This design comes from an exercise in tuning for small area, a short achievable clock period and few clock cycles per item on the open sky130 flow, not from production work. Only simulation tests tie the RTL to the original design; equivalence was not proved.

==> flow/design.v, too long to show whole: its modules and the start of the top module <==
// module sq8dvd_mul: 3313 lines
// module sq8dvd_deq: 1090 lines
// module sq8dvd_isqrt: 26 lines
// module sq8dvd_div: 279 lines
// module sq8_dequant_vector_distance_top: 350 lines
module sq8_dequant_vector_distance_top #(
	parameter int VALUE_WIDTH   = 32,
	parameter int FRACTION_BITS = 16
) (
	input  logic         clk,
	input  logic         arst_n,
	input  logic         s_axis_tvalid,
	output logic         s_axis_tready,
	input  logic [103:0] s_axis_tdata,
	input  logic         s_axis_tlast,    
	output logic         m_axis_tvalid,
	input  logic         m_axis_tready,
	output logic [63:0]  m_axis_tdata,    
	output logic [1:0]   m_axis_tuser,    
	input  logic         cfg_valid,
	output logic         cfg_ready,
	input  logic         cfg_index,
	input  logic [2:0]   cfg_data
);
  // ...
==> flow/flow/run.sh <==
#!/bin/bash
set -euo pipefail
bash standard.sh SETUP_SLACK_MARGIN=8.5 finish > standard.log 2>&1
==> flow/standard.sh <==
#!/bin/bash
# synth_recipe.tcl (not shown) runs the flow's synth.tcl, then flattens the netlist and writes it again
# the make line also repeats each setting of config.mk as NAME=value (left out here)
make -C /OpenROAD-flow-scripts/flow DESIGN_CONFIG=/design/flow/config.mk WORK_HOME=/design/flow/orfs CLKGATE_MAP_FILE= SYNTH_SCRIPT=/design/flow/synth_recipe.tcl "${@:-finish}"
==> flow/config.mk <==
export PLATFORM = sky130hd
export DESIGN_NAME = sq8_dequant_vector_distance_top
export DESIGN_NICKNAME = sq8_dequant_vector_distance_top
export VERILOG_FILES = /design/flow/design.v
export SDC_FILE = /design/flow/constraint.sdc
export NUM_CORES = 8
export LEC_CHECK = 0
export ABC_AREA = 1
export CAP_MARGIN = 50
export CORE_MARGIN = 2
export CORE_UTILIZATION = 40
export SLEW_MARGIN = 70
==> flow/constraint.sdc <==
create_clock -name core_clock -period 13.0 [get_ports {clk}]
set_input_delay 2.6000 -clock core_clock [delete_from_list [all_inputs] [get_ports {clk}]]
set_output_delay 2.6000 -clock core_clock [all_outputs]
set_load 0.01 [all_outputs]
==> run notes, run 1 <==
register area=26,500 um^2; met2 usage=52.1%; Finished Layout Cells=17,300; type of origin of the critical path=input pin; largest family of logic cells by synthesized area=adder cells; clk slew on worst S/H paths=60 ps; status=finished clean; setup_tns=0 ps; Max Slew Vio Count=0; CP Capture Point=w_yc[20]$_DFFE_PP_; Worst Hold Path EP=p3_k0$_DFF_P_; residual DRC count=0; R2R cell count=18; FF-to-FF End=p3_c[30]$_SDFF_PP0_; Vert. Die Dim=511 um; fillers=25,300; RSZ-0062 raised after global routing=yes; Syn Nets=15,000; sequential share of the synthesized area=25.6%; post-route cell area=121,000 um^2; Layout area overhead=17.4%; MaxCap Viol Count=0; IO buf count=181; CTS resizes=354; diodes inserted=22; Crit path depth=13; tap cells=3,384; met3 WL=61,600 um; XOR/XNOR Fraction of Synth Area=7.54%; Placer Congestion=1.06; via count=103,000; Clock Tree Buf Depth=3; first-pass GRT wire length=682,000 um; CTS Buf Count=132; worst slew pin tran=519 ps; CTS tree=yes
Testbench counts, summed over its fixed seeds: cycles 15,484, vectors 384.
==> inputs of run 2 (changes only) <==
==> flow/run.sh (new file) <==
#!/bin/bash
# synth_recipe.tcl (not shown) runs the flow's synth.tcl, then flattens the netlist and writes it again
# the make line also repeats each setting of config.mk as NAME=value (left out here)
make -C /OpenROAD-flow-scripts/flow DESIGN_CONFIG=/design/flow/config.mk WORK_HOME=/design/flow/orfs CLKGATE_MAP_FILE= SYNTH_SCRIPT=/design/flow/synth_recipe.tcl finish
removed: flow/flow/run.sh
removed: flow/standard.sh
==> run 2 against run 1 <==
- still clean on timing, DRC and antenna
- utilization down 2.0 points
- area after synthesis unchanged
- sequential share of layout area up 0.88 points
- register-to-register slack worse by 400 ps
- sequential cell count unchanged
==> run notes, run 2 <==
Synth Cell Area=103,000 um^2 (unchanged); post-layout min period=5460 ps (was 4910 ps); CORE AREA=256,000 um^2 (unchanged); initial antenna violation count=41 (was 36); synthesis-stage register bit count=1,050 (unchanged); Layout area overhead=12.5% (was 17.4%); CTS Hold Bufs=0 (unchanged); synthesized instance count=13,700 (unchanged); # rows=186 (unchanged); most common cell after layout, fill and taps aside=nand2_1 (unchanged); later-pin clock latency in the skew report=840 ps (was 850 ps); Starting Density=40.1% (unchanged); largest net degree at the start of global routing=65 (unchanged); commonest register cell after synthesis=edfxtp_1 (unchanged); hpwl dp=355,000 um (was 352,000 um); worst slew pin tran=564 ps (was 519 ps); multi-input logic area=65,900 um^2 (was 67,300 um^2); setup_tns=0 ps (unchanged); Placer Congestion=1.04 (was 1.06); Max Freq=183 MHz (was 204 MHz); fin crit share=42.0% (was 37.8%); highest-count cells in the layout ignoring fill and taps=nand2_1 (2,637), inv_1 (2,378), fa_1 (802) (was nand2_1 (2,598), inv_1 (2,229), o21ai_0 (808)); Ports=183 (unchanged); YS warnings=2 (unchanged); DRT Pass-1 Iters=7 (was 9); die area=261,000 um^2 (unchanged); IO buf count=181 (unchanged); number of H-tree levels=3 (was 4); Routed Antenna Nets=0 (unchanged); synth unique cells=85 (unchanged); Root Driver=clkbuf_16 (unchanged); Max Slew Vio Count=0 (unchanged); number of global-route vias before repair=95,000 (was 96,500); 1st-iter DRT viols=14,900 (was 14,800); final WL=469,000 um (was 483,000 um); Syn Nets=15,000 (unchanged); Final Hold Fails=0 (unchanged); most numerous cell in the Yosys netlist=nand2_1 (unchanged); CTS tree=yes (unchanged); Die Span X=511 um (unchanged); Vert. Die Dim=511 um (unchanged); MaxCap Viol Count=0 (unchanged); Hold Path Class=register to register (unchanged); max FFs per register=65 (unchanged); fillers=25,900 (was 25,300); share of Yosys cell area claimed by the top area cell type=15.6% (unchanged); final setup skew=79.6 ps (was 61.0 ps); Post-synth EDFFs=509 (unchanged); RSZ-0062 raised after global routing=no (was yes); sequential share of the synthesized area=25.6% (unchanged); Slew headroom=62.0% (was 65.2%); Synth area leader=fa_1 (unchanged); Post-CTS Setup Bufs=0 (was 49); Total GRT Usage=35.0% (was 35.3%); register area=26,400 um^2 (was 26,500 um^2); final setup violation count=0 (unchanged); GRT overflow=0 (unchanged); CTS Buf Count=121 (was 132); status=finished clean (unchanged); synth cell count leaders=nand2_1 (2,652), inv_1 (2,452), o21ai_0 (901) (unchanged); synthesized area per cell=7.52 um^2 (unchanged); type of origin of the critical path=input pin (unchanged); WL/cell=27.5 um (was 28.0 um); critical path peak fanout=32 (was 5); first-pass GRT wire length=677,000 um (was 682,000 um); Async SR Flop Fraction=3.43% (unchanged); via count=100,000 (was 103,000); via/cell ratio=5.89 (was 5.96); CTS resizes=0 (was 354); Crit. End Element=register (unchanged); layout cells sized above 1=8.18% (was 13.1%); Clock Sinks=1,050 (unchanged); Clock Tree Buf Depth=3 (unchanged); Setup CP Type=input pin to register (unchanged); residual DRC count=0 (unchanged); final net count=14,800 (was 15,000); Area contributors post-synth=fa_1 (16%), edfxtp_1 (15%), dfxtp_1 (9.8%) (unchanged); Crit path required time=13,520 ps (was 13,530 ps); clk slew on worst S/H paths=70 ps (was 60 ps); Most flops, register=p3_s (unchanged); crit path DAT=5980 ps (was 5440 ps)
run 2: path summary, 6_finish.rpt:
kind | from | to | slack [ps] | depth (start not counted)
worst max-delay path | s_axis_tdata[32] | w_yc[23]$_DFFE_PP_ | 7540 | 9
min in group asynchronous | arst_n | u_fin.st[1]$_DFF_PN0_ | 1670 | 1
worst min-delay path | p2_sat$_DFF_P_ | p3_sat$_DFF_P_ | 320 | 0
worst min register to register | p2_sat$_DFF_P_ | p3_sat$_DFF_P_ | 320 | 0
worst max register to register | p2_neg[2]$_DFF_P_ | p3_s[39]$_SDFF_PP1_ | 7980 | 13
max in group asynchronous | arst_n | nf_q$_DFFE_PN1P_ | 10960 | 1
run 2: worst max-delay path, stage by stage:
cell and delay (ps):
clkdlybuf4s50_1 470, buf_6 290, nand2_1 110, fa_1 530, fa_1 450, fa_1 460
fa_1 530, inv_1 60, fa_1 470
run 2: kinds of logic (layout without fill, tap and decap cells):
| group | Yosys count | after routing | synth area share, % |
|---|---|---|---|
| adders and majority gates | 1180 | 1180 | 20.2 |
| and+or+nand+nor | 4342 | 4342 | 17.6 |
| DFF | 1050 | 1050 | 25.6 |
| xor gates and xnor gates | 885 | 885 | 7.54 |
| AOI/OAI and AO/OA | 2963 | 2963 | 17.0 |
| other | 1 | 22 | 0.00365 |
| buffers and inverters | 3230 | 3212 | 12.0 |
| muxes | 7 | 7 | 0.0694 |
run 2: final cells by class:
| cell class | count | share of cell area [%] |
|---|---|---|
| Sequential cell | 1050 | 22.8 |
| Tap cell | 3384 | 3.66 |
| Antenna cell | 21 | 0.0454 |
| Clock inverter | 70 | 0.808 |
| Inverter | 2486 | 8.21 |
| Timing Repair Buffer | 494 | 4.52 |
| Multi-Input combinational cell | 9378 | 57.0 |
| Clock buffer | 162 | 2.94 |
run 2: metrics by stage:
| stage | hold slack, ps | util, % | setup slack [ps] | instance area, um^2 | std cells |
|---|---|---|---|---|---|
| floorplan | 310 | - | 7400 | 103000 | 13700 |
| global placement | 312 | 42.0 | 6650 | 108000 | 16700 |
| detailed placement | 314 | 43.2 | 6640 | 111000 | 16800 |
| CTS | 328 | 44.9 | 7510 | 115000 | 17000 |
| global route | 342 | 45.1 | 7450 | 116000 | 17000 |
| finish | 323 | 45.1 | 7540 | 116000 | 17000 |
run 2: routing by layer:
metal	vias up	global-route usage [%]	share of wire (%)	wire length, um
met5	-	0.201	0.046	215
met4	22	20.1	7.1	33500
met3	1565	9.61	12	56500
met2	6738	51.9	42	198000
met1	48100	45.8	39	182000
li1	44000	-	-	-

==> what the ideal ports hide <==
In the flow no input, the clock included, has a driving cell. The finished layouts below were timed again as built, in two steps. Step 1 sets driving cells, clkbuf_16 on the clock port and buf_2 on the other inputs (assumed; they add their load-dependent delay and slew). Step 2 adds t to the input delays and takes it off the output delays; t is the mean of the earliest and latest rising clock arrival at the registers after step 1. Input paths then give back, and output paths get back, about the clock's delay inside the block. Slacks: ideal / step 1 / step 2; pairs: ideal / step 1.
run | t (ns) | setup WS [ns] | worst setup path at the end | worst data-port slew with drivers (ns) | pins driven straight from the clock port
run 1 | 0.931 | 8.090 / 8.163 / 7.231 | input to register | 0.12 | 1
run 2 | 0.893 | 7.541 / 7.604 / 6.711 | input to register | 0.12 | 1
After both steps every run listed still meets setup and hold. The setup slack of run 1, which loses most, moves by +0.073 ns with the drivers and by -0.859 ns with both steps.
